What follows belongs to an exercise in optimizing a design on an open flow for small area, a short achievable clock period and few clock cycles per item; a production flow would make more cautious choices.
No functional check of the RTL was part of any run shown here.

===== constraint.sdc =====
create_clock -name core_clock -period 5.0 [get_ports {clk}]
set_input_delay 1.0000 -clock core_clock [delete_from_list [all_inputs] [get_ports {clk}]]
set_output_delay 1.0000 -clock core_clock [all_outputs]
set_load 0.01 [all_outputs]

===== run.sh =====
#!/bin/bash
# synth_recipe.tcl (not shown) runs the flow's synth.tcl, then flattens the netlist and writes it again
# the make line also repeats each setting of config.mk as NAME=value (left out here)
make -C /OpenROAD-flow-scripts/flow DESIGN_CONFIG=/design/flow/config.mk WORK_HOME=/design/flow/orfs CLKGATE_MAP_FILE= SYNTH_SCRIPT=/design/flow/synth_recipe.tcl finish

===== config.mk =====
export PLATFORM = sky130hd
export DESIGN_NAME = sbox_subbytes_pipe
export DESIGN_NICKNAME = sbox_subbytes_pipe
export VERILOG_FILES = /design/flow/design.v
export SDC_FILE = /design/flow/constraint.sdc
export NUM_CORES = 4
export LEC_CHECK = 0
export ABC_AREA = 1
export CAP_MARGIN = 20
export CELL_PAD_IN_SITES_DETAIL_PLACEMENT = 1
export CELL_PAD_IN_SITES_GLOBAL_PLACEMENT = 2
export CORE_MARGIN = 2
export CORE_UTILIZATION = 30
export PLACE_DENSITY = 0.5
export SLEW_MARGIN = 20

===== design.v =====
package aes_sbox_pkg;
   typedef logic [7:0] byte_t;
endpackage
module sbox_lane_s1 (
   input  logic [7:0] in_byte,
   input  logic       inv,
   output logic [11:0] cut
);
   wire w_y0 = in_byte[0];
   wire w_y1 = in_byte[1];
   wire w_y2 = in_byte[2];
   wire w_y3 = in_byte[3];
   wire w_y4 = in_byte[4];
   wire w_y5 = in_byte[5];
   wire w_y6 = in_byte[6];
   wire w_y7 = in_byte[7];
   wire w_inv = inv;
   wire w_ai2 = w_y1 ^ w_y4;
   wire w_ai7 = w_y6 ^ w_ai2;
   wire w_ya7 = w_ai7;
   wire w_U0 = w_inv ? w_ya7 : w_y7;
   wire w_ai0 = w_y0 ^ w_y5;
   wire w_ai8 = w_y3 ^ w_ai0;
   wire w_ya6 = w_ai8;
   wire w_U1 = w_inv ? w_ya6 : w_y6;
   wire w_ai1 = w_y2 ^ w_y7;
   wire w_ai11 = w_y4 ^ w_ai1;
   wire w_ya5 = w_ai11;
   wire w_U2 = w_inv ? w_ya5 : w_y5;
   wire w_ai3 = w_y3 ^ w_y6;
   wire w_ai5 = w_y1 ^ w_ai3;
   wire w_ya4 = w_ai5;
   wire w_U3 = w_inv ? w_ya4 : w_y4;
   wire w_ai10 = w_y2 ^ w_ai0;
   wire w_ya3 = w_ai10;
   wire w_U4 = w_inv ? w_ya3 : w_y3;
   wire w_ai6 = w_y7 ^ w_ai2;
   wire w_ya2 = ~w_ai6;
   wire w_U5 = w_inv ? w_ya2 : w_y2;
   wire w_ai4 = w_y0 ^ w_ai3;
   wire w_ya1 = w_ai4;
   wire w_U6 = w_inv ? w_ya1 : w_y1;
   wire w_ai9 = w_y5 ^ w_ai1;
   wire w_ya0 = ~w_ai9;
   wire w_U7 = w_inv ? w_ya0 : w_y0;
   wire w_T7 = w_U1 ^ w_U2;
   wire w_T18 = w_U3 ^ w_U7;
   wire w_T19 = w_T7 ^ w_T18;
   wire w_M4 = w_T19 & w_U7;
   wire w_T3 = w_U0 ^ w_U6;
   wire w_T4 = w_U3 ^ w_U5;
   wire w_T13 = w_T3 ^ w_T4;
   wire w_T1 = w_U0 ^ w_U3;
   wire w_T5 = w_U4 ^ w_U6;
   wire w_T6 = w_T1 ^ w_T5;
   wire w_M1 = w_T13 & w_T6;
   wire w_M5 = w_M4 ^ w_M1;
   wire w_T2 = w_U0 ^ w_U5;
   wire w_T10 = w_T6 ^ w_T7;
   wire w_T24 = w_T2 ^ w_T10;
   wire w_M17 = w_M5 ^ w_T24;
   wire w_M14 = w_T2 & w_T10;
   wire w_T11 = w_U1 ^ w_U5;
   wire w_T15 = w_T5 ^ w_T11;
   wire w_M11 = w_T1 & w_T15;
   wire w_M15 = w_M14 ^ w_M11;
   wire w_M21 = w_M17 ^ w_M15;
   wire w_T20 = w_T1 ^ w_T19;
   wire w_T9 = w_U7 ^ w_T7;
   wire w_T12 = w_U2 ^ w_U5;
   wire w_T16 = w_T5 ^ w_T12;
   wire w_T17 = w_T9 ^ w_T16;
   wire w_M9 = w_T20 & w_T17;
   wire w_M6 = w_T3 & w_T16;
   wire w_M10 = w_M9 ^ w_M6;
   wire w_M19 = w_M10 ^ w_M15;
   wire w_T25 = w_T20 ^ w_T17;
   wire w_M23 = w_M19 ^ w_T25;
   wire w_T26 = w_T3 ^ w_T16;
   wire w_M8 = w_T26 ^ w_M6;
   wire w_T21 = w_U6 ^ w_U7;
   wire w_T22 = w_T7 ^ w_T21;
   wire w_M7 = w_T22 & w_T9;
   wire w_M18 = w_M8 ^ w_M7;
   wire w_T27 = w_T1 ^ w_T12;
   wire w_M12 = w_T4 & w_T27;
   wire w_M13 = w_M12 ^ w_M11;
   wire w_M22 = w_M18 ^ w_M13;
   wire w_T14 = w_T6 ^ w_T11;
   wire w_M3 = w_T14 ^ w_M1;
   wire w_T23 = w_T2 ^ w_T22;
   wire w_T8 = w_U7 ^ w_T6;
   wire w_M2 = w_T23 & w_T8;
   wire w_M16 = w_M3 ^ w_M2;
   wire w_M20 = w_M16 ^ w_M13;
   wire w_M25 = w_M22 & w_M20;
   wire w_M28 = w_M23 ^ w_M25;
   wire w_M27 = w_M20 ^ w_M21;
   wire w_M29 = w_M28 & w_M27;
   wire w_M37 = w_M21 ^ w_M29;
   wire w_M31 = w_M20 & w_M23;
   wire w_M32 = w_M27 & w_M31;
   wire w_M33 = w_M27 ^ w_M25;
   wire w_M38 = w_M32 ^ w_M33;
   wire w_M26 = w_M21 ^ w_M25;
   wire w_M24 = w_M22 ^ w_M23;
   wire w_M30 = w_M26 & w_M24;
   wire w_M39 = w_M23 ^ w_M30;
   wire w_M34 = w_M21 & w_M22;
   wire w_M35 = w_M24 & w_M34;
   wire w_M36 = w_M24 ^ w_M25;
   wire w_M40 = w_M35 ^ w_M36;
   assign cut[0] = w_U0;
   assign cut[1] = w_U1;
   assign cut[2] = w_U2;
   assign cut[3] = w_U3;
   assign cut[4] = w_U4;
   assign cut[5] = w_U5;
   assign cut[6] = w_U6;
   assign cut[7] = w_U7;
   assign cut[8] = w_M37;
   assign cut[9] = w_M38;
   assign cut[10] = w_M39;
   assign cut[11] = w_M40;
endmodule
module sbox_lane_s2 (
   input  logic [11:0] cut,
   input  logic       inv,
   output logic [7:0] out_byte
);
   wire w_U0 = cut[0];
   wire w_U1 = cut[1];
   wire w_U2 = cut[2];
   wire w_U3 = cut[3];
   wire w_U4 = cut[4];
   wire w_U5 = cut[5];
   wire w_U6 = cut[6];
   wire w_U7 = cut[7];
   wire w_M37 = cut[8];
   wire w_M38 = cut[9];
   wire w_M39 = cut[10];
   wire w_M40 = cut[11];
   wire w_invq = inv;
   wire w_M42 = w_M37 ^ w_M39;
   wire w_M41 = w_M38 ^ w_M40;
   wire w_M45 = w_M42 ^ w_M41;
   wire w_T4 = w_U3 ^ w_U5;
   wire w_M62 = w_M45 & w_T4;
   wire w_M43 = w_M37 ^ w_M38;
   wire w_T5 = w_U4 ^ w_U6;
   wire w_T12 = w_U2 ^ w_U5;
   wire w_T16 = w_T5 ^ w_T12;
   wire w_M49 = w_M43 & w_T16;
   wire w_T1 = w_U0 ^ w_U3;
   wire w_M61 = w_M42 & w_T1;
   wire w_L5 = w_M49 ^ w_M61;
   wire w_L6 = w_M62 ^ w_L5;
   wire w_M44 = w_M39 ^ w_M40;
   wire w_T3 = w_U0 ^ w_U6;
   wire w_T13 = w_T3 ^ w_T4;
   wire w_M55 = w_M44 & w_T13;
   wire w_T7 = w_U1 ^ w_U2;
   wire w_T9 = w_U7 ^ w_T7;
   wire w_M50 = w_M38 & w_T9;
   wire w_T2 = w_U0 ^ w_U5;
   wire w_T21 = w_U6 ^ w_U7;
   wire w_T22 = w_T7 ^ w_T21;
   wire w_T23 = w_T2 ^ w_T22;
   wire w_M56 = w_M40 & w_T23;
   wire w_L1 = w_M50 ^ w_M56;
   wire w_L15 = w_M55 ^ w_L1;
   wire w_T11 = w_U1 ^ w_U5;
   wire w_T15 = w_T5 ^ w_T11;
   wire w_M52 = w_M42 & w_T15;
   wire w_T27 = w_T1 ^ w_T12;
   wire w_M53 = w_M45 & w_T27;
   wire w_L9 = w_M52 ^ w_M53;
   wire w_L24 = w_L15 ^ w_L9;
   wire w_S0 = w_L6 ^ w_L24;
   wire w_s7 = w_S0;
   wire w_T6 = w_T1 ^ w_T5;
   wire w_T10 = w_T6 ^ w_T7;
   wire w_M54 = w_M41 & w_T10;
   wire w_M58 = w_M43 & w_T3;
   wire w_L4 = w_M54 ^ w_M58;
   wire w_L10 = w_M53 ^ w_L4;
   wire w_L25 = w_L6 ^ w_L10;
   wire w_T18 = w_U3 ^ w_U7;
   wire w_T19 = w_T7 ^ w_T18;
   wire w_T20 = w_T1 ^ w_T19;
   wire w_M60 = w_M37 & w_T20;
   wire w_M46 = w_M44 & w_T6;
   wire w_M48 = w_M39 & w_U7;
   wire w_L2 = w_M46 ^ w_M48;
   wire w_L11 = w_M60 ^ w_L2;
   wire w_M57 = w_M39 & w_T19;
   wire w_L17 = w_M57 ^ w_L1;
   wire w_L29 = w_L11 ^ w_L17;
   wire w_S5 = w_L25 ^ w_L29;
   wire w_s2 = w_S5;
   wire w_M63 = w_M41 & w_T2;
   wire w_L19 = w_M63 ^ w_L4;
   wire w_L14 = w_M52 ^ w_M61;
   wire w_L28 = w_L11 ^ w_L14;
   wire w_S2 = ~(w_L19 ^ w_L28);
   wire w_s5 = w_S2;
   wire w_zi1 = w_s2 ^ w_s5;
   wire w_zi9 = w_s7 ^ w_zi1;
   wire w_z0 = ~w_zi9;
   wire w_T17 = w_T9 ^ w_T16;
   wire w_M51 = w_M37 & w_T17;
   wire w_M59 = w_M38 & w_T22;
   wire w_L8 = w_M51 ^ w_M59;
   wire w_L18 = w_M58 ^ w_L8;
   wire w_L23 = w_L18 ^ w_L2;
   wire w_S7 = ~(w_L6 ^ w_L23);
   wire w_o0 = w_invq ? w_z0 : w_S7;
   wire w_L0 = w_M61 ^ w_M62;
   wire w_L16 = w_M56 ^ w_L0;
   wire w_T8 = w_U7 ^ w_T6;
   wire w_M47 = w_M40 & w_T8;
   wire w_L3 = w_M47 ^ w_M55;
   wire w_L7 = w_M46 ^ w_L3;
   wire w_L26 = w_L7 ^ w_L9;
   wire w_S1 = ~(w_L16 ^ w_L26);
   wire w_s6 = w_S1;
   wire w_s0 = w_S7;
   wire w_L20 = w_L0 ^ w_L1;
   wire w_L12 = w_M48 ^ w_M51;
   wire w_L22 = w_L3 ^ w_L12;
   wire w_S4 = w_L20 ^ w_L22;
   wire w_s3 = w_S4;
   wire w_zi3 = w_s0 ^ w_s3;
   wire w_zi7 = w_s6 ^ w_zi3;
   wire w_z1 = w_zi7;
   wire w_L13 = w_M50 ^ w_L0;
   wire w_L27 = w_L8 ^ w_L10;
   wire w_S6 = ~(w_L13 ^ w_L27);
   wire w_o1 = w_invq ? w_z1 : w_S6;
   wire w_s1 = w_S6;
   wire w_L21 = w_L1 ^ w_L7;
   wire w_S3 = w_L6 ^ w_L21;
   wire w_s4 = w_S3;
   wire w_zi2 = w_s4 ^ w_s7;
   wire w_zi4 = w_s1 ^ w_zi2;
   wire w_z2 = ~w_zi4;
   wire w_o2 = w_invq ? w_z2 : w_S5;
   wire w_zi10 = w_s0 ^ w_zi1;
   wire w_z3 = w_zi10;
   wire w_o3 = w_invq ? w_z3 : w_S4;
   wire w_zi0 = w_s1 ^ w_s6;
   wire w_zi11 = w_s3 ^ w_zi0;
   wire w_z4 = w_zi11;
   wire w_o4 = w_invq ? w_z4 : w_S3;
   wire w_zi5 = w_s2 ^ w_zi2;
   wire w_z5 = w_zi5;
   wire w_o5 = w_invq ? w_z5 : w_S2;
   wire w_zi8 = w_s5 ^ w_zi3;
   wire w_z6 = w_zi8;
   wire w_o6 = w_invq ? w_z6 : w_S1;
   wire w_zi6 = w_s4 ^ w_zi0;
   wire w_z7 = w_zi6;
   wire w_o7 = w_invq ? w_z7 : w_S0;
   assign out_byte[0] = w_o0;
   assign out_byte[1] = w_o1;
   assign out_byte[2] = w_o2;
   assign out_byte[3] = w_o3;
   assign out_byte[4] = w_o4;
   assign out_byte[5] = w_o5;
   assign out_byte[6] = w_o6;
   assign out_byte[7] = w_o7;
endmodule
module sbox_subbytes_pipe
#(
   parameter int N_BYTES = 16
) (
   input  logic                 clk,
   input  logic                 rst_n,
   input  logic                 in_valid,
   output logic                 in_ready,
   input  logic [8*N_BYTES-1:0] in_data,
   input  logic                 in_inv,
   output logic                 out_valid,
   input  logic                 out_ready,
   output logic [8*N_BYTES-1:0] out_data,
   output logic                 out_inv,
   output logic                 busy
);
   localparam int NC = 12;    
   logic                     vld_q;
   logic                     inv_q;
   logic [N_BYTES*NC-1:0]    cut_d, cut_q;
   logic                     adv;
   assign adv = !vld_q || out_ready;
   generate
      for (genvar i = 0; i < N_BYTES; i++) begin : g_lane
         sbox_lane_s1 u_s1 (
            .in_byte (in_data[8*i +: 8]),
            .inv     (in_inv),
            .cut     (cut_d[NC*i +: NC])
         );
         sbox_lane_s2 u_s2 (
            .cut      (cut_q[NC*i +: NC]),
            .inv      (inv_q),
            .out_byte (out_data[8*i +: 8])
         );
      end
   endgenerate
   always_ff @(posedge clk) begin
      if (!rst_n)   vld_q <= 1'b0;
      else if (adv) vld_q <= in_valid;
      if (adv) begin
         cut_q <= cut_d;
         inv_q <= in_inv;
      end
   end
   assign in_ready  = adv;
   assign out_valid = vld_q;
   assign out_inv   = inv_q;
   assign busy      = vld_q;
endmodule

==> flow_metrics.tcl, run 1 <==
set metrics [dict create \
    synth_area_sq_um 47800 \
    final_cells 11500 \
    antenna_found_initial 23 \
    grt_max_degree 130 \
    path_cells "buf_4 -> xor2_2 -> xor2_2 -> nor2_2 -> xor2_2 -> nand2_1 -> nand2_1 -> inv_1 -> nand2_1 -> nand2_1 -> inv_1 -> nand2_1 -> nand3_1 -> nand3_1 -> nand2_1 -> clkdlybuf4s50_1" \
    wl_per_cell_um 14.9 \
    drtIter0Drc 2387 \
    cpMostUsedCell "nand2_1" \
    io_pins 265 \
    setup_viol 0 \
    syn-num-nets 9481 \
    synth_xor_area_share_pct 13.7 \
    fmax_mhz 208 \
    critical_path_class "reg2out" \
    synthFlopType "edfxtp_1" \
    ff_latch_area_sq_um 5820 \
    cap_violations 0 \
    async_flop_share_pct 0 \
    max_slew_margin_pct 43.1 \
    grt_overflow 0 \
    htreeDepth 4 \
    critPathCapture "out_data[29]" \
    finalCritPeriodShare_pct 96.1 \
    root_buffer "clkbuf_16" \
    cp.arrival_ps 3810 \
    die_area_sq_um 163000 \
    tns_ps 0 \
    regToRegStartpoint "vld_q" \
    synth_edf_count 193 \
    rsz0062_at_grt "yes" \
    clkTransAtPathRegs_ps 80 \
    yosys.area_share.simple_pct 60.6 \
    core_sq_um 158000 \
    critPathMaxStageDelay_ps 570 \
    worst_pin_slew_ps 853 \
    yosys.cell_types.count 44 \
    ys_seq_area_share_pct 12.2 \
    die_y_um 403 \
    hp-class "reg2reg" \
    num_vias 55000 \
    drcViolationCount 0 \
    hold_buffers 0 \
    fin_util_pct 33.8 \
    synthMuxAreaShare_pct 0 \
    numClockSinks 194 \
    dpl.hpwl_um 144000 \
    yosys-top-cells-area "nand2_1, nand3_1, edfxtp_1" \
    critPathMaxFanout 5 \
    synthAdderAreaFrac_pct 0.837 \
    startpoint "cut_q[39]" \
    dp.cells 11400 \
    hold_violations 0 \
    reg2reg_depth 2 \
    ant_nets 0 \
    grt_pass1_vias 54900 \
    fin_nets 9569 \
    synthToLayoutAreaGrowth_pct 12.0 \
    yosys_warnings 1 \
    routabilityCongestion 0.842 \
    ff2ff_setup_slack_ps 3200 \
    avgSynthCellArea_sq_um 5.13 \
    layout-drive-gt1-share_pct 5.85 \
    first_pass_iters 7 \
    startpoint_type "flop" \
    crit_slowest_cell "clkdlybuf4s50_1" \
    std_cell_rows 146 \
    synth-seq-cells 194 \
    synth_top_area_cell "nand2_1" \
    clk_latency_ps 540 \
    synthCells 9316 \
    grt_first_pass_wirelength_um 281000 \
    grt_use_total_pct 20.7 \
    die_w_um 403 \
    initial_core_util_pct 30.2 \
    numCtsBuffers 17 \
    finalMaxSlewViolations 0 \
    required_ps 4000 \
    end_kind "primary output" \
    n_fill_cell 21900 \
    yosysTopAreaCellShare_pct 42.1 \
    status "complete, no violations" \
    avgViaCountPerCell 4.78 \
    r2r_end "cut_q[134]" \
    tritoncts "built" \
    fin_skew_ps 18.4 \
    clockBufferDepth 2 \
    synth_compound_area_share_pct 1.43 \
    routed_wl_um 171000 \
    synth_top_family_by_area "simple AND/OR/NAND/NOR gates" \
    finalCriticalPeriod_ps 4810 \
    portBuffers 264 \
    multi_input_area_sq_um 37700 \
]
cell type report:
class                      instances  share of cell area (%)
antenna                            8                  0.0374
clock buffer                      17                   0.794
clock inverter                    13                   0.255
inverter                         889                    6.25
multi-input combinational       7928                    70.3
sequential                       194                    10.9
tap                             2072                    4.84
timing repair buffer             374                    6.66
cell families (layout without fill, tap and decap cells):
group	Yosys count	in the layout
other cells	0	8
buf+inv	1194	1293
xor+xnor	722	722
compound gates	88	88
fa+ha+maj	32	32
simple gates	7086	7086
flops	194	194
layout by cell type, fill, tap and decap left out, types with 19 or more instances in the layout:
cell / n
nand2_2: 149
ha_1: 32
nand3_1: 1230
nand2_1: 5335
nor2_1: 181
xor2_1: 278
nand4_1: 95
clkdlybuf4s50_1: 260
xor2_2: 56
o21ai_0: 21
edfxtp_1: 193
buf_4: 103
inv_2: 33
xnor2_1: 297
inv_1: 853
xnor2_2: 88
nand3b_1: 38
nor2_2: 19
worst max-delay path: cells and delay by family (launching register included):
family | cells | cell delay (ps)
AND/OR/NAND/NOR | 9 | 1180
flip-flops | 1 | 520
XOR/XNOR | 3 | 570
buffers and inverters | 4 | 1010
timing repair:
item,4_1_cts,5_1_grt
pin swaps,0,17
gates cloned,0,0
gates resized for setup,1,163
setup buffers,0,85
setup endpoints to repair,2,111
synthesized netlist by cell type (6+ instances only):
cell	n
xnor2_2	16
nand3_1	1231
edfxtp_1	193
nand3b_1	38
nand2_1	5363
a21oi_2	8
o21ai_1	17
buf_6	15
or2_1	7
nor2_1	191
o21ai_2	10
nand2_2	122
xor2_2	15
ha_1	32
or2_2	11
buf_2	85
a21oi_1	6
xnor2_1	370
clkbuf_1	18
nand3_2	10
o21ai_0	21
clkbuf_2	20
a21boi_2	11
nand4_1	95
inv_2	30
buf_4	153
xor2_1	321
nor2_2	9
buf_1	8
inv_1	858
a21oi_4	8
layer usage:
layer  wire length [um]  track usage [%]  up-vias
met2              79700             35.5      377
met5                192                0        -
li1                   -                -    28800
met4               2060             3.32       30
met3               4490             2.90      116
met1              84600             27.8    25600
flip-flops by register name, summed over array words and instances, names as in the netlist:
name and flops:
vld_q 1, cut_q 192, inv_q 1
worst min path at each step:
stage | slack [ps] | depth (start not counted) | from | to
floorplan | 1100 | 0 | in_inv | inv_q
global placement | 890 | 2 | vld_q | vld_q
detailed placement | 910 | 2 | vld_q | vld_q
CTS | 920 | 2 | vld_q | vld_q
global route | 950 | 2 | vld_q | vld_q
finish | 900 | 2 | vld_q | vld_q
metrics by stage:
stage               cell area (sq um)  hold WS [ps]  setup slack, ps
floorplan                       47800          1100              639
global placement                51300           892              491
detailed placement              51300           907              397
CTS                             51900           918             2.11
global route                    53500           947            -62.3
finish                          53600           896              193
==> run 2, diff against run 1 <==
--- a/config.mk
+++ b/config.mk
@@ -9,7 +9,8 @@
 export CAP_MARGIN = 20
-export CELL_PAD_IN_SITES_DETAIL_PLACEMENT = 1
-export CELL_PAD_IN_SITES_GLOBAL_PLACEMENT = 2
+export CELL_PAD_IN_SITES_DETAIL_PLACEMENT = 0
+export CELL_PAD_IN_SITES_GLOBAL_PLACEMENT = 1
 export CORE_MARGIN = 2
-export CORE_UTILIZATION = 30
-export PLACE_DENSITY = 0.5
+export CORE_UTILIZATION = 55
+export PLACE_DENSITY = 0.65
+export SETUP_SLACK_MARGIN = 1.5
 export SLEW_MARGIN = 20
==> run 2 against run 1 <==
Still clean. Sequential share of layout area decreased by 2.8 points. Area after synthesis unchanged. Via count rose by 22%. Critical path depth is 2 higher. Final cell count decreased by 0.25%. Critical path type unchanged. Critical endpoint is now out_data[92].
==> flow_metrics.tcl, run 2 <==
set metrics [dict create \
    synth_area_sq_um 47800 \
    grt_pass1_vias 55600 \
    yosys_warnings 1 \
    avgViaCountPerCell 5.87 \
    multi_input_area_sq_um 50300 \
    die_w_um 299 \
    final_cell_mix "nand2_1, nand2_2, nand3_1, buf_4, inv_1" \
    cap_violations 0 \
    die_area_sq_um 89300 \
    core_sq_um 86500 \
    highest_layer "met5" \
    max_slew_margin_pct 27.0 \
    finalCriticalPeriod_ps 4460 \
    fin_skew_ps 8.45 \
    synth-seq-cells 194 \
    finalMaxSlewViolations 0 \
    numClockSinks 194 \
    crit_slowest_cell "edfxtp_1" \
    yosys.cell_types.count 44 \
    critPathCapture "out_data[92]" \
    initial_core_util_pct 55.3 \
    num_vias 67300 \
    route.layer.met1.wl_um 72200 \
    syn-num-nets 9481 \
    dpl_worst_slack_ps 590 \
    ff2ff_setup_slack_ps 2970 \
    grt_first_pass_wirelength_um 257000 \
    htreeDepth 4 \
    path_buf_inv 3 \
    portBuffers 264 \
    synth_common_cells "nand2_1, nand3_1, inv_1, xnor2_1, xor2_1" \
    largest_reg_flops 192 \
    async_flop_share_pct 0 \
    io_pins 265 \
    numCtsBuffers 17 \
    dp.cells 10400 \
    final.setup.worst_slack_ps 541 \
    regToRegStartpoint "vld_q" \
    synthCells 9316 \
    reg_top3 "cut_q x192, inv_q x1, vld_q x1" \
    fin_nets 10400 \
    final_common_cell "nand2_1" \
    final_cells 11500 \
    ff_latch_area_sq_um 5820 \
    synth_top_area_cell "nand2_1" \
    clockBufferDepth 2 \
    n_fill_cell 5184 \
    grt_overflow 0 \
    ant_nets 0 \
    avgSynthCellArea_sq_um 5.13 \
    critPathMaxStageDelay_ps 590 \
    yosysMostFrequentCell "nand2_1" \
    grt_max_degree 158 \
    startpoint "cut_q[134]" \
    wl_met2_um 101000 \
    setup_viol 0 \
    cp.depth 18 \
    r2r_end "cut_q[130]" \
    worst_pin_slew_ps 1090 \
    grt_use_total_pct 33.7 \
    critPathMaxFanout 4 \
    cpMostUsedCell "nand2_1" \
    synth_edf_count 193 \
    yosysTopAreaCellShare_pct 42.1 \
    hold_violations 0 \
    fmax_mhz 224 \
    startpoint_type "flop" \
    routed_wl_um 210000 \
    rsz0062_at_grt "yes" \
    antenna_found_initial 24 \
    critical_path_class "reg2out" \
    dpl.hpwl_um 107000 \
    layout-drive-gt1-share_pct 39.1 \
    path_cells "xor2_2 -> nand2_2 -> nand2_2 -> nand2_4 -> nand3_4 -> buf_4 -> inv_1 -> nand2_1 -> nand2_1 -> nand2_1 -> nand2_2 -> xor2_2 -> nand2_1 -> nand2_2 -> nand2_1 -> nand3_1 -> nand2_1 -> buf_2" \
    synthFlopType "edfxtp_1" \
    wl_per_cell_um 18.4 \
    reg2reg_depth 2 \
    drtIter0Drc 7401 \
    first_pass_iters 8 \
    std_cell_rows 108 \
    critPathTopFamily "simple AND/OR/NAND/NOR gates" \
    status "complete, no violations" \
    routabilityCongestion 0.922 \
    required_ps 4000 \
    root_buffer "clkbuf_16" \
    synthToLayoutAreaGrowth_pct 50.9 \
    clk_latency_ps 520 \
    wl_met3_um 19900 \
    cp.arrival_ps 3460 \
    ys_seq_area_share_pct 12.2 \
    end_kind "primary output" \
    regMostFlops "cut_q" \
    finalCritPeriodShare_pct 89.2 \
    clkTransAtPathRegs_ps 70 \
    yosys-top-cells-area "nand2_1, nand3_1, edfxtp_1" \
    tns_ps 0 \
    die_y_um 299 \
    hp-class "in2reg" \
    tritoncts "built" \
    drcViolationCount 0 \
]
run 2: changes by cell type in the layout (fill, tap and decap cells not counted), sizes merged, moves of 4 or more:
cell           change
inv                -4
diode             +13
clkbuf           +107
buf              +989
dlygate4sd2       +11
clkdlybuf4s50    -253
clkdlybuf4s15     +11
run 2: layout make-up:
type	instances	area share, %
multi-input cells	7930	69.7
repair inverters	1	0.0121
well taps	1155	2.00
repair buffers	1244	14.5
inverters	889	4.83
clock inverters	15	0.296
flip-flops and latches	194	8.06
diodes	21	0.0728
clock buffers	17	0.589
run 2: worst min-delay path by stage:
stage | from | to | slack (ps) | cells past startpoint
2_1_floorplan | in_inv | inv_q | 1100 | 0
3_3_place_gp | vld_q | vld_q | 860 | 2
3_5_place_dp | vld_q | vld_q | 860 | 2
4_1_cts | vld_q | vld_q | 870 | 2
5_1_grt | in_data[29] | cut_q[38] | 910 | 3
6_report | in_data[75] | cut_q[112] | 900 | 3
run 2: repair_timing:
action | in CTS | in global routing
endpoints found under the setup margin | 192 | 193
hold buffers | 0 | 0
pin swaps | 825 | 942
resized for setup | 2359 | 2011
cloned | 5 | 13
buffers inserted | 583 | 364
run 2: layer usage:
| metal | vias up | GRT usage [%] |
|---|---|---|
| met5 | - | 0 |
| met4 | 10 | 15.4 |
| met3 | 1590 | 4.19 |
| met2 | 4640 | 60.9 |
| met1 | 30400 | 39.7 |
| li1 | 30600 | - |
run 2: logic make-up (layout without fill, tap and decap cells):
kind of cell	after synthesis	after routing	share of synthesized area [%]
and+or+nand+nor	7086	7088	60.6
buffers and inverters	1194	2166	11.2
xor gates and xnor gates	722	722	13.7
DFF	194	194	12.2
AOI/OAI and AO/OA	88	88	1.43
adders and majority gates	32	32	0.837
other	0	21	0
run 2: worst register-to-register path: cells and delay by family, from the launching register on:
kind	cells	cell delay, ps
flip-flops	1	750
buffers and inverters	1	300
AND/OR/NAND/NOR	1	220
run 2: metrics by stage:
stage | util (%) | area [sq um] | hold slack [ps]
3_3_place_gp | 58.0 | 50200 | 857
3_5_place_dp | 58.0 | 50200 | 863
5_1_grt | 83.4 | 72200 | 908
4_1_cts | 71.7 | 62000 | 874
2_1_floorplan | - | 47900 | 1100
6_report | 83.4 | 72200 | 903
==> run 3, diff against run 2 <==
==> flow/run.sh (new file) <==
#!/bin/bash
# Own flow: the standard layout, but synthesis maps the logic with an
# area-oriented ABC script (flow/abc.script) in place of ORFS's abc_area.script.
# Everything else (registers, flattening, renaming, later steps) is the standard flow.
set -euo pipefail
cd "$(dirname "$0")/.."
rm -rf myscripts
cp -r "$FLOW_HOME/scripts" myscripts
cp flow/abc.script myscripts/abc_area.script
bash standard.sh SCRIPTS_DIR="$PWD/myscripts" synth > synth.log 2>&1
bash standard.sh > layout.log 2>&1
==> flow/abc.script (new file) <==
strash
dch
amap
topo
stime -c
buffer -c
upsize -c
dnsize -c
==> standard.sh (new file) <==
#!/bin/bash
# synth_recipe.tcl (not shown) runs the flow's synth.tcl, then flattens the netlist and writes it again
# the make line also repeats each setting of config.mk as NAME=value (left out here)
make -C /OpenROAD-flow-scripts/flow DESIGN_CONFIG=/design/flow/config.mk WORK_HOME=/design/flow/orfs CLKGATE_MAP_FILE= SYNTH_SCRIPT=/design/flow/synth_recipe.tcl "${@:-finish}"
removed: run.sh
==> run 3 against run 2 <==
Now fails the layout checks on negative setup slack. Die area decreased by 33%. Critical path depth fell by 1. Synthesized cell count is 46% lower. Cell area shrank 35%. Final cell count decreased by 43%. Global-route usage shrank 3.2 points. Area after synthesis down 33%.
==> flow_metrics.tcl, run 3 <==
set metrics [dict create \
    finalMaxSlewViolations 0 \
    tritoncts "built" \
    grtUsageMet1_pct 39.4 \
    grt-busiest-layer "met2" \
    wl_per_cell_um 17.3 \
    critical_path_class "reg2out" \
    hold_violations 0 \
    async_flop_share_pct 0 \
    final_cell_mix "inv_1, nor2_1, o22ai_1, buf_4, inv_2" \
    startpoint_type "flop" \
    final_cells 6495 \
    fmax_mhz 194 \
    synthToLayoutAreaGrowth_pct 46.4 \
    first_pass_iters 6 \
    design_area_sq_um 46700 \
    synth-seq-cells 194 \
    yosysTopAreaCellShare_pct 21.2 \
    regMostFlops "cut_q" \
    r2r_end "cut_q[118]" \
    antenna_found_initial 6 \
    synth_edf_count 193 \
    numCtsBuffers 17 \
    end_kind "primary output" \
    numClockSinks 194 \
    yosys.cell_types.count 47 \
    initial_core_util_pct 55.5 \
    grt_use_total_pct 30.5 \
    clockBufferDepth 2 \
    reg2reg_depth 3 \
    grt_max_degree 148 \
    ant_nets 0 \
    core_sq_um 57500 \
    finalCritPeriodShare_pct 103 \
    largest_reg_flops 192 \
    syn-num-nets 5192 \
    grt_pass1_vias 33800 \
    synthCells 5027 \
    std_cell_rows 88 \
    finalCriticalPeriod_ps 5160 \
    layout-drive-gt1-share_pct 39.3 \
    synth_top_area_cell "o22ai_1" \
    rsz0062_at_grt "yes" \
    yosysMostFrequentCell "inv_1" \
    dpl.hpwl_um 68200 \
    dpl_worst_slack_ps -27.3 \
    grt_overflow 0 \
    use_met3_pct 4.21 \
    io_pins 265 \
    clkTransAtPathRegs_ps 80 \
    die_w_um 245 \
    regToRegStartpoint "vld_q" \
    status "finished with violations" \
    worstHoldStart "vld_q" \
    hold_buffers 0 \
    max_slew_margin_pct 31.3 \
    cap_violations 0 \
    synthFlopType "edfxtp_1" \
    num_vias 39700 \
    ff2ff_setup_slack_ps 3210 \
    hp-class "reg2reg" \
    reg_top3 "cut_q x192, inv_q x1, vld_q x1" \
    portBuffers 264 \
    synth_common_cells "inv_1, o22ai_1, nor2_1, a21oi_1, nand2_1" \
    holdPathEnd "vld_q" \
    root_buffer "clkbuf_16" \
    startpoint "cut_q[66]" \
    required_ps 4000 \
    die_y_um 245 \
    cp.arrival_ps 4160 \
    fin_skew_ps 10.7 \
    routabilityCongestion 0.968 \
    worst_pin_slew_ps 1030 \
    place_area_sq_um 36800 \
    yosys-top-cells-area "o22ai_1, edfxtp_1, inv_1" \
    fin_nets 5879 \
    so_faults "negative setup slack" \
    critPathMaxFanout 4 \
    drcViolationCount 0 \
    die_area_sq_um 59900 \
    htreeDepth 4 \
    setup_viol 4 \
    synth_area_sq_um 31900 \
    n_fill_cell 3705 \
    avgViaCountPerCell 6.12 \
    whs_path_depth 2 \
    use_met2_pct 53.2 \
    final_common_cell "inv_1" \
    dp.cells 5957 \
    clk_latency_ps 510 \
    routed_wl_um 113000 \
    grt_first_pass_wirelength_um 156000 \
    drtIter0Drc 3193 \
    yosys_warnings 1 \
    final.setup.worst_slack_ps -158 \
    ys_seq_area_share_pct 18.2 \
    avgSynthCellArea_sq_um 6.34 \
]
[run 3: area by class of cell]
type	count	area, sq um	area share, %
Antenna cell	3	7.51	0.0161
Clock buffer	17	425	0.911
Clock inverter	15	195	0.418
Inverter	1177	4450	9.53
Multi-Input combinational cell	3471	28000	59.9
Sequential cell	194	5820	12.5
Tap cell	765	957	2.05
Timing Repair Buffer	853	6850	14.7
[run 3: worst max path at each step]
stage | to
finish | out_data[42]
global route | out_data[42]
CTS | out_data[57]
detailed placement | cut_q[81]
global placement | out_data[45]
floorplan | cut_q[0]
[run 3: logic make-up after synthesis]
| group | synth area share (%) |
|---|---|
| compound gates | 48.0 |
| buf+inv | 18.0 |
| simple gates | 13.0 |
| flops | 18.2 |
| xor+xnor | 1.57 |
| fa+ha+maj | 1.26 |
[run 3: layer usage]
layer | part of all wire (%) | vias up
li1 | - | 19600
met1 | 41 | 18300
met2 | 50 | 1555
met3 | 6.0 | 325
met4 | 3.3 | 6
met5 | 0.038 | -
[run 3: repair_timing]
| item | CTS | global route |
|---|---|---|
| resized for setup | 846 | 777 |
| pin swaps | 86 | 200 |
| buffers inserted | 236 | 267 |
| hold endpoints to repair | 0 | 0 |
| endpoints found under the setup margin | 192 | 192 |
[run 3: through the flow]
step                util, %  setup TNS, ps  hold slack (ps)
global placement       64.1              0              666
global route           81.2          -8670              696
floorplan                 -              0              667
finish                 81.2           -258              670
CTS                    73.3              0              678
detailed placement     64.1          -46.3              662
[run 3: critical path: stages, from the launching register on]
cell	delay, ps
edfxtp_1	450
buf_4	180
a21oi_4	160
buf_4	160
nor2_1	40
a211oi_1	540
nand2_1	190
o21ai_1	280
inv_1	140
o22ai_2	160
nor2_1	80
a21oi_2	270
inv_1	150
o22ai_2	250
inv_1	100
o22ai_1	180
o22ai_1	120
clkbuf_2	190
==> run 4, diff against run 3 <==
==> flow/abc.script (replaced) <==
strash
dch
map -D 3000
topo
stime -c
buffer -c
upsize -c
dnsize -c
--- a/config.mk
+++ b/config.mk
@@ -9,8 +9,7 @@
 export CAP_MARGIN = 20
-export CELL_PAD_IN_SITES_DETAIL_PLACEMENT = 0
-export CELL_PAD_IN_SITES_GLOBAL_PLACEMENT = 1
+export CELL_PAD_IN_SITES_DETAIL_PLACEMENT = 1
+export CELL_PAD_IN_SITES_GLOBAL_PLACEMENT = 2
 export CORE_MARGIN = 2
-export CORE_UTILIZATION = 55
-export PLACE_DENSITY = 0.65
-export SETUP_SLACK_MARGIN = 1.5
+export CORE_UTILIZATION = 50
+export PLACE_DENSITY = 0.6
 export SLEW_MARGIN = 20
==> run 4 against run 3 <==
The layout still fails its checks (negative setup slack). Critical path type unchanged. Count of clock-buffer cells in the layout increased by 3. Critical endpoint is now out_data[77]. Hold slack improved by 290 ps. Die area grew 15%. Sequential share of layout area rose by 1.9 points. Clock skew down 2.1 ps. Register-to-register slack worse by 140 ps. First-iteration DRC count fell by 66%.
==> flow_metrics.tcl, run 4 <==
set metrics [dict create \
    synth-seq-cells 194 \
    dpl.hpwl_um 68700 \
    hold_slack_ps 955 \
    crit_slowest_cell "clkdlybuf4s50_1" \
    synth_xor_area_share_pct 46.4 \
    grt_max_degree 134 \
    hold_buffers 0 \
    regMostFlops "cut_q" \
    synth_area_sq_um 33400 \
    die_y_um 262 \
    drcViolationCount 0 \
    grt_use_total_pct 24.2 \
    wl_met2_um 49100 \
    multi_input_area_sq_um 26900 \
    startpoint_type "flop" \
    synthToLayoutAreaGrowth_pct 21.2 \
    yosys_warnings 1 \
    ff2ff_setup_slack_ps 3070 \
    reg2reg_depth 2 \
    io_pins 265 \
    finalMaxSlewViolations 0 \
    grt_first_pass_wirelength_um 138000 \
    synth_common_cells "xor2_1, nand2_1, xnor2_1, inv_1, nor2_1" \
    finalCritPeriodShare_pct 102 \
    ant_nets 0 \
    fmax_mhz 197 \
    highest_layer "met5" \
    first_pass_iters 5 \
    wl_per_cell_um 16.7 \
    tns_ps -197 \
    critPathCapture "out_data[77]" \
    status "finished with violations" \
    end_kind "primary output" \
    routed_wl_um 93000 \
    antenna_found_initial 13 \
    async_flop_share_pct 0 \
    n_fill_cell 8014 \
    portBuffers 264 \
    route.layer.met1.wl_um 38900 \
    die_w_um 262 \
    htreeDepth 4 \
    syn-num-nets 4545 \
    required_ps 4000 \
    cp.arrival_ps 4090 \
    setup_viol 4 \
    numClockSinks 194 \
    synth_top_family_by_area "XOR/XNOR gates" \
    startpoint "cut_q[110]" \
    cap_violations 0 \
    reg_top3 "cut_q x192, inv_q x1, vld_q x1" \
    yosys-top-cells-area "xor2_1, xnor2_1, edfxtp_1" \
    synthCells 4380 \
    fin_skew_ps 8.55 \
    core_sq_um 66000 \
    num_vias 28000 \
    avgSynthCellArea_sq_um 7.62 \
    final_cell_mix "nand2_1, xor2_1, xnor2_1, inv_1, nor2_1" \
    synthMuxAreaShare_pct 0.210 \
    drtIter0Drc 1073 \
    cp.depth 13 \
    grt_pass1_vias 28400 \
    ff_latch_area_sq_um 5820 \
    fin_nets 4835 \
    r2r_end "cut_q[54]" \
    grt_overflow 0 \
    yosys.area_share.simple_pct 15.8 \
    root_buffer "clkbuf_16" \
    synthAdderAreaFrac_pct 1.20 \
    tritoncts "built" \
    path_buf_inv 2 \
    routabilityCongestion 0.860 \
    synth_top_area_cell "xor2_1" \
    yosysMostFrequentCell "xor2_1" \
    clk_latency_ps 510 \
    clockBufferDepth 2 \
    wl_met3_um 2830 \
    regToRegStartpoint "vld_q" \
    synthFlopType "edfxtp_1" \
    numCtsBuffers 17 \
    ys_seq_area_share_pct 17.4 \
    finalCriticalPeriod_ps 5090 \
    clkTransAtPathRegs_ps 70 \
    fin_util_pct 61.3 \
    worst_pin_slew_ps 924 \
    layout-drive-gt1-share_pct 18.1 \
    initial_core_util_pct 50.6 \
    critPathMaxFanout 3 \
    synth_compound_area_share_pct 9.84 \
    hp-class "reg2reg" \
    max_slew_margin_pct 38.4 \
    path_cells "xnor2_2 -> xnor2_1 -> nor2_1 -> nor2_2 -> xor2_2 -> buf_4 -> xor2_1 -> xnor2_1 -> xor2_2 -> xnor2_2 -> xor2_1 -> o21ai_1 -> clkdlybuf4s50_1" \
    largest_reg_flops 192 \
    rsz0062_at_grt "yes" \
    so_faults "negative setup slack" \
    whs_path_depth 2 \
    final_common_cell "nand2_1" \
    avgViaCountPerCell 5.05 \
    hold_violations 0 \
    critical_path_class "reg2out" \
    critPathTopFamily "XOR/XNOR gates" \
    final.setup.worst_slack_ps -85.9 \
    yosysTopAreaCellShare_pct 22.3 \
    yosys.cell_types.count 47 \
    critPathMaxStageDelay_ps 580 \
    die_area_sq_um 68800 \
    std_cell_rows 94 \
    synth_edf_count 193 \
]
==> run 4: cell count changes after synthesis, sizes merged, moves of 531 or more <==
cell and change:
nor2 -531, o22ai -1140, xnor2 +765, inv -718, nand2 +535, xor2 +844
==> run 4: repair_timing <==
| action | in CTS | in global routing |
|---|---|---|
| pin swaps | 25 | 110 |
| resized for setup | 95 | 285 |
| setup buffers | 39 | 132 |
| endpoints found under the setup margin | 76 | 123 |
==> run 4: layout make-up <==
class	count	share of cell area (%)
clock inverter	12	0.390
timing repair buffer	461	10.6
antenna	6	0.0371
tap	864	2.67
clock buffer	20	1.10
multi-input combinational	3535	66.5
sequential	194	14.4
inverter	461	4.29
==> run 4: cell families after synthesis <==
family	after synthesis
xor gates and xnor gates	1666
and+or+nand+nor	1272
buffers and inverters	651
AOI/OAI and AO/OA	558
DFF	194
adders and majority gates	32
muxes	7
==> run 4: worst min-delay path by stage <==
stage,to,startpoint
global placement,vld_q,vld_q
floorplan,inv_q,in_inv
CTS,vld_q,vld_q
finish,vld_q,vld_q
detailed placement,vld_q,vld_q
global route,vld_q,rst_n
==> run 4: per-stage QoR <==
stage	instances	worst slack [ps]	instance area (sq um)
floorplan	4380	639	33400
detailed placement	5344	203	36100
finish	5553	-85.9	40400
global placement	5344	331	36100
global route	5551	-278	40400
CTS	5415	-65.5	37600
==> run 4: per-layer routing <==
layer  vias up  GRT usage (%)
met5         -              0
met4         8           5.84
met3       125           3.69
met2       375           45.2
met1     13500           28.8
li1      14000              -
==> run 4: worst register-to-register path: cells and delay by family, from the launching register on <==
| family | cells | cell delay (ps) |
|---|---|---|
| and+or+nand+nor | 1 | 380 |
| DFF | 1 | 380 |
| buffers and inverters | 1 | 510 |
==> run 5, diff against run 4 <==
==> flow/abc.script (replaced) <==
strash
dch
&get -n
&nf -R 200
&put
topo
stime -c
buffer -c
upsize -c
dnsize -c
==> run 5 against run 4 <==
The layout still fails its checks (negative setup slack). Wire length increased by 5.1%. Cell area increased by 1.4%. Hold slack improved by 9.1 ps. Critical path type unchanged. Critical endpoint is now out_data[108].
==> flow_metrics.tcl, run 5 <==
set metrics [dict create \
    first_pass_iters 5 \
    grt_max_degree 175 \
    syn-num-nets 3962 \
    grt_pass1_vias 27400 \
    startpoint_type "flop" \
    grt_first_pass_wirelength_um 135000 \
    initial_core_util_pct 50.2 \
    tns_ps -581 \
    yosys.cell_types.count 60 \
    die_w_um 258 \
    std_cell_rows 93 \
    routabilityCongestion 0.859 \
    hold_buffers 0 \
    clk_latency_ps 510 \
    avgViaCountPerCell 5.35 \
    final_cell_mix "xnor2_1, xor2_1, nand2_1, xnor2_2, buf_4" \
    root_buffer "clkbuf_16" \
    die_y_um 258 \
    setup_viol 10 \
    final.setup.worst_slack_ps -107 \
    startpoint "cut_q[159]" \
    critical_path_class "reg2out" \
    cp.arrival_ps 4110 \
    design_area_sq_um 41000 \
    max_slew_margin_pct 40.1 \
    synth_edf_count 193 \
    synthToLayoutAreaGrowth_pct 27.2 \
    layout-drive-gt1-share_pct 23.0 \
    yosysMostFrequentCell "xnor2_1" \
    dpl_worst_slack_ps 205 \
    wl_per_cell_um 19.5 \
    synthFlopType "edfxtp_1" \
    clkTransAtPathRegs_ps 80 \
    final_common_cell "xnor2_1" \
    synth-seq-cells 194 \
    n_fill_cell 7109 \
    routed_wl_um 97800 \
    path_cells "xor2_4 -> xor2_2 -> o21ai_0 -> a21oi_1 -> xor2_2 -> xor2_2 -> buf_4 -> xnor2_4 -> xnor2_2 -> o21ai_0 -> a21o_1 -> o21ai_0 -> clkdlybuf4s50_1" \
    place_area_sq_um 34800 \
    tritoncts "built" \
    cap_violations 0 \
    regMostFlops "cut_q" \
    drtIter0Drc 1144 \
    yosys-top-cells-area "xnor2_1, edfxtp_1, xor2_1" \
    antenna_found_initial 4 \
    regToRegStartpoint "vld_q" \
    status "finished with violations" \
    hold_violations 0 \
    yosysTopAreaCellShare_pct 26.3 \
    crit_slowest_cell "clkdlybuf4s50_1" \
    so_faults "negative setup slack" \
    dpl.hpwl_um 65400 \
    synth_common_cells "xnor2_1, xor2_1, nand2_1, nor2_1, a21oi_1" \
    synth_area_sq_um 32200 \
    final_cells 5015 \
    end_kind "primary output" \
    hp-class "reg2reg" \
    num_vias 26800 \
    clockBufferDepth 2 \
    worstHoldStart "vld_q" \
    synthCells 3797 \
    fin_nets 4311 \
    fin_util_pct 63.9 \
    io_pins 265 \
    critPathMaxFanout 5 \
    finalCritPeriodShare_pct 102 \
    avgSynthCellArea_sq_um 8.48 \
    fin_skew_ps 20.4 \
    numCtsBuffers 17 \
    finalCriticalPeriod_ps 5110 \
    required_ps 4000 \
    core_sq_um 64100 \
    finalMaxSlewViolations 0 \
    grt_overflow 0 \
    yosys_warnings 1 \
    ant_nets 0 \
    fmax_mhz 196 \
    rsz0062_at_grt "yes" \
    worst_pin_slew_ps 899 \
    portBuffers 264 \
    reg_top3 "cut_q x192, inv_q x1, vld_q x1" \
    largest_reg_flops 192 \
    drcViolationCount 0 \
    numClockSinks 194 \
    grt_use_total_pct 24.5 \
    htreeDepth 4 \
    ys_seq_area_share_pct 18.1 \
    synth_top_area_cell "xnor2_1" \
    critPathMaxStageDelay_ps 580 \
    die_area_sq_um 66500 \
    async_flop_share_pct 0 \
    dp.cells 4735 \
]
==> run 5: cell type report <==
type                    instances  area, sq um  area share [%]
flip-flops and latches        194         5820            14.2
inverters                     114          434            1.06
multi-input cells            3273        28200            68.8
diodes                          3         7.51          0.0183
repair buffers                546         4920            12.0
clock inverters                13          111           0.272
well taps                     855         1070            2.61
clock buffers                  17          425            1.04
==> run 5: final timing paths <==
kind                                      end  slack, ps  depth (start not counted)
worst min-delay path               cut_q[178]        960                          2
worst max register to register      cut_q[45]       2610                          3
worst min register to register     cut_q[178]        960                          2
worst max-delay path            out_data[108]       -110                         13
==> run 5: worst max-delay path: cells and delay by family, from the launching register on <==
family / cells / cell delay [ps]
flip-flops: 1 / 500
buffers and inverters: 2 / 760
AO/OA/AOI/OAI: 5 / 900
XOR/XNOR: 6 / 1430
==> run 5: repair_timing <==
action	CTS	global route
resized for setup	177	354
pin swaps	36	175
setup buffers	28	219
setup endpoints to repair	109	125
==> run 5: metal layers <==
layer / up-vias / global-route usage (%) / wire length (um)
met3: 162 / 2.81 / 2230
met2: 451 / 47.7 / 54600
li1: 12800 / - / -
met4: 0 / 7.59 / 2640
met1: 13300 / 27.7 / 38300
met5: - / 0 / 0
==> run 5: cells by family after synthesis <==
kind of cell | Yosys count | synth area share, %
and+or+nand+nor | 786 | 10.2
muxes | 10 | 0.318
buffers and inverters | 330 | 5.91
xor gates and xnor gates | 1688 | 49.3
DFF | 194 | 18.1
AOI/OAI and AO/OA | 757 | 15.0
adders and majority gates | 32 | 1.24
==> run 5: per-stage QoR <==
stage	hold WS [ps]
finish	964
global route	1060
CTS	1020
detailed placement	1010
global placement	1020
floorplan	1100
==> run 6, diff against run 5 <==
--- a/design.v
+++ b/design.v
@@ -21,10 +21,2 @@
    wire w_U0 = w_inv ? w_ya7 : w_y7;
-   wire w_ai0 = w_y0 ^ w_y5;
-   wire w_ai8 = w_y3 ^ w_ai0;
-   wire w_ya6 = w_ai8;
-   wire w_U1 = w_inv ? w_ya6 : w_y6;
-   wire w_ai1 = w_y2 ^ w_y7;
-   wire w_ai11 = w_y4 ^ w_ai1;
-   wire w_ya5 = w_ai11;
-   wire w_U2 = w_inv ? w_ya5 : w_y5;
    wire w_ai3 = w_y3 ^ w_y6;
@@ -33,5 +25,7 @@
    wire w_U3 = w_inv ? w_ya4 : w_y4;
-   wire w_ai10 = w_y2 ^ w_ai0;
-   wire w_ya3 = w_ai10;
-   wire w_U4 = w_inv ? w_ya3 : w_y3;
+   wire w_T1 = w_U0 ^ w_U3;
+   wire w_ai1 = w_y2 ^ w_y7;
+   wire w_ai11 = w_y4 ^ w_ai1;
+   wire w_ya5 = w_ai11;
+   wire w_U2 = w_inv ? w_ya5 : w_y5;
    wire w_ai6 = w_y7 ^ w_ai2;
@@ -39,5 +33,5 @@
    wire w_U5 = w_inv ? w_ya2 : w_y2;
-   wire w_ai4 = w_y0 ^ w_ai3;
-   wire w_ya1 = w_ai4;
-   wire w_U6 = w_inv ? w_ya1 : w_y1;
+   wire w_T12 = w_U2 ^ w_U5;
+   wire w_T27 = w_T1 ^ w_T12;
+   wire w_T4 = w_U3 ^ w_U5;
    wire w_ai9 = w_y5 ^ w_ai1;
@@ -45,2 +39,6 @@
    wire w_U7 = w_inv ? w_ya0 : w_y0;
+   wire w_ai0 = w_y0 ^ w_y5;
+   wire w_ai8 = w_y3 ^ w_ai0;
+   wire w_ya6 = w_ai8;
+   wire w_U1 = w_inv ? w_ya6 : w_y6;
    wire w_T7 = w_U1 ^ w_U2;
@@ -48,9 +46,15 @@
    wire w_T19 = w_T7 ^ w_T18;
-   wire w_M4 = w_T19 & w_U7;
-   wire w_T3 = w_U0 ^ w_U6;
-   wire w_T4 = w_U3 ^ w_U5;
-   wire w_T13 = w_T3 ^ w_T4;
-   wire w_T1 = w_U0 ^ w_U3;
+   wire w_T20 = w_T1 ^ w_T19;
+   wire w_ai10 = w_y2 ^ w_ai0;
+   wire w_ya3 = w_ai10;
+   wire w_U4 = w_inv ? w_ya3 : w_y3;
+   wire w_ai4 = w_y0 ^ w_ai3;
+   wire w_ya1 = w_ai4;
+   wire w_U6 = w_inv ? w_ya1 : w_y1;
    wire w_T5 = w_U4 ^ w_U6;
    wire w_T6 = w_T1 ^ w_T5;
+   wire w_T10 = w_T6 ^ w_T7;
+   wire w_T3 = w_U0 ^ w_U6;
+   wire w_M4 = w_T19 & w_U7;
+   wire w_T13 = w_T3 ^ w_T4;
    wire w_M1 = w_T13 & w_T6;
@@ -58,3 +62,2 @@
    wire w_T2 = w_U0 ^ w_U5;
-   wire w_T10 = w_T6 ^ w_T7;
    wire w_T24 = w_T2 ^ w_T10;
@@ -67,5 +70,3 @@
    wire w_M21 = w_M17 ^ w_M15;
-   wire w_T20 = w_T1 ^ w_T19;
    wire w_T9 = w_U7 ^ w_T7;
-   wire w_T12 = w_U2 ^ w_U5;
    wire w_T16 = w_T5 ^ w_T12;
@@ -84,3 +85,2 @@
    wire w_M18 = w_M8 ^ w_M7;
-   wire w_T27 = w_T1 ^ w_T12;
    wire w_M12 = w_T4 & w_T27;
@@ -112,10 +112,10 @@
    wire w_M40 = w_M35 ^ w_M36;
-   assign cut[0] = w_U0;
-   assign cut[1] = w_U1;
-   assign cut[2] = w_U2;
-   assign cut[3] = w_U3;
-   assign cut[4] = w_U4;
-   assign cut[5] = w_U5;
-   assign cut[6] = w_U6;
-   assign cut[7] = w_U7;
+   assign cut[0] = w_T27;
+   assign cut[1] = w_T4;
+   assign cut[2] = w_U7;
+   assign cut[3] = w_T20;
+   assign cut[4] = w_T10;
+   assign cut[5] = w_T1;
+   assign cut[6] = w_T3;
+   assign cut[7] = w_T6;
    assign cut[8] = w_M37;
@@ -130,48 +130,52 @@
 );
-   wire w_U0 = cut[0];
-   wire w_U1 = cut[1];
-   wire w_U2 = cut[2];
-   wire w_U3 = cut[3];
-   wire w_U4 = cut[4];
-   wire w_U5 = cut[5];
-   wire w_U6 = cut[6];
-   wire w_U7 = cut[7];
-   wire w_M37 = cut[8];
-   wire w_M38 = cut[9];
-   wire w_M39 = cut[10];
-   wire w_M40 = cut[11];
+   wire w_r_T27 = cut[0];
+   wire w_r_T4 = cut[1];
+   wire w_r_U7 = cut[2];
+   wire w_r_T20 = cut[3];
+   wire w_r_T10 = cut[4];
+   wire w_r_T1 = cut[5];
+   wire w_r_T3 = cut[6];
+   wire w_r_T6 = cut[7];
+   wire w_r_M37 = cut[8];
+   wire w_r_M38 = cut[9];
+   wire w_r_M39 = cut[10];
+   wire w_r_M40 = cut[11];
    wire w_invq = inv;
-   wire w_M42 = w_M37 ^ w_M39;
-   wire w_M41 = w_M38 ^ w_M40;
+   wire w_s2_M37 = w_r_M37;
+   wire w_s2_M39 = w_r_M39;
+   wire w_M42 = w_s2_M37 ^ w_s2_M39;
+   wire w_s2_M38 = w_r_M38;
+   wire w_s2_M40 = w_r_M40;
+   wire w_M41 = w_s2_M38 ^ w_s2_M40;
    wire w_M45 = w_M42 ^ w_M41;
-   wire w_T4 = w_U3 ^ w_U5;
-   wire w_M62 = w_M45 & w_T4;
-   wire w_M43 = w_M37 ^ w_M38;
-   wire w_T5 = w_U4 ^ w_U6;
-   wire w_T12 = w_U2 ^ w_U5;
-   wire w_T16 = w_T5 ^ w_T12;
-   wire w_M49 = w_M43 & w_T16;
-   wire w_T1 = w_U0 ^ w_U3;
-   wire w_M61 = w_M42 & w_T1;
+   wire w_s2_T4 = w_r_T4;
+   wire w_M62 = w_M45 & w_s2_T4;
+   wire w_M43 = w_s2_M37 ^ w_s2_M38;
+   wire w_tb6 = w_r_T27 ^ w_r_T6;
+   wire w_s2_T16 = w_tb6;
+   wire w_M49 = w_M43 & w_s2_T16;
+   wire w_s2_T1 = w_r_T1;
+   wire w_M61 = w_M42 & w_s2_T1;
    wire w_L5 = w_M49 ^ w_M61;
    wire w_L6 = w_M62 ^ w_L5;
-   wire w_M44 = w_M39 ^ w_M40;
-   wire w_T3 = w_U0 ^ w_U6;
-   wire w_T13 = w_T3 ^ w_T4;
-   wire w_M55 = w_M44 & w_T13;
-   wire w_T7 = w_U1 ^ w_U2;
-   wire w_T9 = w_U7 ^ w_T7;
-   wire w_M50 = w_M38 & w_T9;
-   wire w_T2 = w_U0 ^ w_U5;
-   wire w_T21 = w_U6 ^ w_U7;
-   wire w_T22 = w_T7 ^ w_T21;
-   wire w_T23 = w_T2 ^ w_T22;
-   wire w_M56 = w_M40 & w_T23;
+   wire w_M44 = w_s2_M39 ^ w_s2_M40;
+   wire w_tb4 = w_r_T4 ^ w_r_T3;
+   wire w_s2_T13 = w_tb4;
+   wire w_M55 = w_M44 & w_s2_T13;
+   wire w_tb3 = w_r_U7 ^ w_r_T6;
+   wire w_tb8 = w_r_T10 ^ w_tb3;
+   wire w_s2_T9 = w_tb8;
+   wire w_M50 = w_s2_M38 & w_s2_T9;
+   wire w_tb0 = w_r_T4 ^ w_r_T1;
+   wire w_tb1 = w_r_T20 ^ w_r_T3;
+   wire w_tb9 = w_tb0 ^ w_tb1;
+   wire w_s2_T23 = w_tb9;
+   wire w_M56 = w_s2_M40 & w_s2_T23;
    wire w_L1 = w_M50 ^ w_M56;
    wire w_L15 = w_M55 ^ w_L1;
-   wire w_T11 = w_U1 ^ w_U5;
-   wire w_T15 = w_T5 ^ w_T11;
-   wire w_M52 = w_M42 & w_T15;
-   wire w_T27 = w_T1 ^ w_T12;
-   wire w_M53 = w_M45 & w_T27;
+   wire w_tb2 = w_r_T27 ^ w_r_T10;
+   wire w_s2_T15 = w_tb2;
+   wire w_M52 = w_M42 & w_s2_T15;
+   wire w_s2_T27 = w_r_T27;
+   wire w_M53 = w_M45 & w_s2_T27;
    wire w_L9 = w_M52 ^ w_M53;
@@ -180,6 +184,6 @@
    wire w_s7 = w_S0;
-   wire w_T6 = w_T1 ^ w_T5;
-   wire w_T10 = w_T6 ^ w_T7;
-   wire w_M54 = w_M41 & w_T10;
-   wire w_M58 = w_M43 & w_T3;
+   wire w_s2_T10 = w_r_T10;
+   wire w_M54 = w_M41 & w_s2_T10;
+   wire w_s2_T3 = w_r_T3;
+   wire w_M58 = w_M43 & w_s2_T3;
    wire w_L4 = w_M54 ^ w_M58;
@@ -187,11 +191,13 @@
    wire w_L25 = w_L6 ^ w_L10;
-   wire w_T18 = w_U3 ^ w_U7;
-   wire w_T19 = w_T7 ^ w_T18;
-   wire w_T20 = w_T1 ^ w_T19;
-   wire w_M60 = w_M37 & w_T20;
-   wire w_M46 = w_M44 & w_T6;
-   wire w_M48 = w_M39 & w_U7;
+   wire w_s2_T20 = w_r_T20;
+   wire w_M60 = w_s2_M37 & w_s2_T20;
+   wire w_s2_T6 = w_r_T6;
+   wire w_M46 = w_M44 & w_s2_T6;
+   wire w_s2_U7 = w_r_U7;
+   wire w_M48 = w_s2_M39 & w_s2_U7;
    wire w_L2 = w_M46 ^ w_M48;
    wire w_L11 = w_M60 ^ w_L2;
-   wire w_M57 = w_M39 & w_T19;
+   wire w_tb5 = w_r_T20 ^ w_r_T1;
+   wire w_s2_T19 = w_tb5;
+   wire w_M57 = w_s2_M39 & w_s2_T19;
    wire w_L17 = w_M57 ^ w_L1;
@@ -200,3 +206,4 @@
    wire w_s2 = w_S5;
-   wire w_M63 = w_M41 & w_T2;
+   wire w_s2_T2 = w_tb0;
+   wire w_M63 = w_M41 & w_s2_T2;
    wire w_L19 = w_M63 ^ w_L4;
@@ -209,5 +216,7 @@
    wire w_z0 = ~w_zi9;
-   wire w_T17 = w_T9 ^ w_T16;
-   wire w_M51 = w_M37 & w_T17;
-   wire w_M59 = w_M38 & w_T22;
+   wire w_tb7 = w_r_U7 ^ w_tb2;
+   wire w_s2_T17 = w_tb7;
+   wire w_M51 = w_s2_M37 & w_s2_T17;
+   wire w_s2_T22 = w_tb1;
+   wire w_M59 = w_s2_M38 & w_s2_T22;
    wire w_L8 = w_M51 ^ w_M59;
@@ -219,4 +228,4 @@
    wire w_L16 = w_M56 ^ w_L0;
-   wire w_T8 = w_U7 ^ w_T6;
-   wire w_M47 = w_M40 & w_T8;
+   wire w_s2_T8 = w_tb3;
+   wire w_M47 = w_s2_M40 & w_s2_T8;
    wire w_L3 = w_M47 ^ w_M55;
==> flow/abc.script (replaced) <==
strash
dch
map -D 3000
topo
stime -c
buffer -c
upsize -c
dnsize -c
==> run 6 against run 5 <==
The run now finishes clean. Synthesized cell count grew 15%. Core utilization is 6.8 points lower. Flip-flop and latch count stayed put.
==> flow_metrics.tcl, run 6 <==
set metrics [dict create \
    yosys_warnings 1 \
    synth-seq-cells 194 \
    drcViolationCount 0 \
    antenna_found_initial 1 \
    place_area_sq_um 33800 \
    std_cell_rows 91 \
    portBuffers 264 \
    synth_top_area_cell "xor2_1" \
    synth_area_sq_um 31200 \
    worst_pin_slew_ps 1010 \
    final_cell_mix "nand2_1, xor2_1, xnor2_1, inv_1, nor2_1" \
    critPathCapture "out_data[22]" \
    dpl_worst_slack_ps 107 \
    setup_viol 0 \
    critical_path_class "reg2out" \
    core_sq_um 61600 \
    routed_wl_um 82700 \
    end_kind "primary output" \
    grt_overflow 0 \
    root_buffer "clkbuf_16" \
    startpoint "cut_q[34]" \
    fin_nets 4694 \
    grt_pass1_vias 27400 \
    synthFlopType "edfxtp_1" \
    ys_seq_area_share_pct 18.7 \
    yosys.cell_types.count 54 \
    yosys-top-cells-area "xor2_1, edfxtp_1, xnor2_1" \
    required_ps 4000 \
    finalMaxSlewViolations 0 \
    reg_top3 "cut_q x192, inv_q x1, vld_q x1" \
    yosysTopAreaCellShare_pct 20.3 \
    wl_per_cell_um 15.4 \
    fmax_mhz 203 \
    first_pass_iters 5 \
    layout-drive-gt1-share_pct 6.80 \
    avgSynthCellArea_sq_um 7.12 \
    htreeDepth 4 \
    design_area_sq_um 35200 \
    avgViaCountPerCell 4.95 \
    critPathMaxFanout 4 \
    dpl.hpwl_um 68100 \
    cap_violations 0 \
    numCtsBuffers 17 \
    syn-num-nets 4541 \
    final_common_cell "nand2_1" \
    die_area_sq_um 64300 \
    num_vias 26600 \
    max_slew_margin_pct 32.5 \
    drtIter0Drc 788 \
    startpoint_type "flop" \
    cp.arrival_ps 3920 \
    finalCritPeriodShare_pct 98.4 \
    regMostFlops "cut_q" \
    antenna_cells 0 \
    synth_edf_count 193 \
    tns_ps 0 \
    clkTransAtPathRegs_ps 70 \
    ant_nets 0 \
    routabilityCongestion 0.878 \
    numClockSinks 194 \
    clockBufferDepth 2 \
    largest_reg_flops 192 \
    final.setup.worst_slack_ps 77.9 \
    regToRegStartpoint "vld_q" \
    synthCells 4376 \
    grt_use_total_pct 25.0 \
    status "complete, no violations" \
    async_flop_share_pct 0 \
    synth_common_cells "nand2_1, xor2_1, xnor2_1, inv_1, nor2_1" \
    die_w_um 254 \
    yosysMostFrequentCell "nand2_1" \
    reg2reg_depth 2 \
    finalCriticalPeriod_ps 4920 \
    fin_skew_ps 12.0 \
    io_pins 265 \
    grt_first_pass_wirelength_um 132000 \
    synthToLayoutAreaGrowth_pct 13.0 \
    ff2ff_setup_slack_ps 3110 \
    die_y_um 254 \
    clk_latency_ps 500 \
    tritoncts "built" \
    r2r_end "cut_q[191]" \
    initial_core_util_pct 50.6 \
    rsz0062_at_grt "yes" \
    grt_max_degree 129 \
    hold_violations 0 \
    hp-class "reg2reg" \
]
-- run 6: routing by layer --
layer / share of wire [%] / GRT usage, % / vias up
met3: 2.4 / 3.22 / 85
met2: 52 / 47.7 / 251
met4: 2.0 / 6.22 / 0
met1: 43 / 29.2 / 12600
met5: 0 / 0 / -
li1: - / - / 13700
-- run 6: timing repair --
| action | in CTS | in global routing |
|---|---|---|
| pin swaps | 2 | 17 |
| gates resized for setup | 18 | 88 |
| setup buffers | 5 | 23 |
| hold buffers | 0 | 0 |
| endpoints found under the setup margin | 25 | 59 |
-- run 6: how the worst min path moves through the flow --
| stage | start | to | slack (ps) | depth (start not counted) |
|---|---|---|---|---|
| 3_5_place_dp | vld_q | vld_q | 910 | 2 |
| 3_3_place_gp | vld_q | vld_q | 890 | 2 |
| 6_report | vld_q | vld_q | 890 | 2 |
| 2_1_floorplan | in_inv | inv_q | 1100 | 0 |
| 4_1_cts | vld_q | vld_q | 920 | 2 |
| 5_1_grt | vld_q | vld_q | 990 | 2 |
-- run 6: cell type report --
type                    instances  area, sq um
inverters                     600         2260
flip-flops and latches        194         5820
well taps                     837         1050
clock buffers                  22          464
multi-input cells            3398        22400
clock inverters                10          149
repair buffers                318         3120
fillers                      7987        26400
-- run 6: cells by family (layout without fill, tap and decap cells) --
family | Yosys count | after routing | share of synthesized area, %
compound gates | 583 | 583 | 10.2
xor+xnor | 1389 | 1389 | 39.9
buf+inv | 784 | 950 | 11.6
flops | 194 | 194 | 18.7
fa+ha+maj | 32 | 32 | 1.29
mux | 13 | 13 | 0.418
simple gates | 1381 | 1381 | 17.9
-- run 6: worst max-delay path, cell delays in order (launching register included) --
cell	delay, ps
edfxtp_1	410
inv_1	130
nand2_1	60
nand2_1	160
xnor2_2	120
o21ai_1	180
nand2_2	170
xor2_4	230
buf_4	150
xor2_2	200
xnor2_1	330
a21oi_1	130
o21a_1	170
a21oi_1	370
clkdlybuf4s50_1	630
-- run 6: metrics by stage --
step                instances  util [%]  hold slack [ps]
floorplan                4376         -             1100
global placement         5319      54.8              886
detailed placement       5319      54.8              907
CTS                      5356      56.0              918
global route             5379      57.2              991
finish                   5379      57.2              893

## what the ideal ports hide
No port has a modelled driver above. Below, the same layouts with a new extraction and two added sets of constraints.
Step 1 sets driving cells, clkbuf_16 on the clock port and buf_2 on the other inputs (assumed; they add their load-dependent delay and slew).
Step 2 adds t to the input delays and takes it off the output delays; t is the mean of the earliest and latest rising clock arrival at the registers after step 1. Input paths then give back, and output paths get back, about the clock's delay inside the block.
Three values: ideal ports, drivers, drivers and shift; two values: the first two.
run	shift t [ns]	setup WS [ns]	worst setup path after step 2	worst data-port slew with drivers (ns)
run 1	0.605	0.193 / 0.116 / 0.295	input to register	0.28
run 2	0.585	0.541 / 0.473 / 0.808	input to register	0.19
run 3	0.567	-0.158 / -0.220 / -0.219	input to register	0.10
run 4	0.573	-0.086 / -0.153 / 0.104	input to register	0.10
run 5	0.568	-0.107 / -0.176 / 0.050	input to register	0.12
run 6	0.555	0.078 / 0.014 / 0.132	input to register	0.10
The setup slack of run 3, which loses most, moves by -0.062 ns with the drivers and by -0.061 ns with both steps.
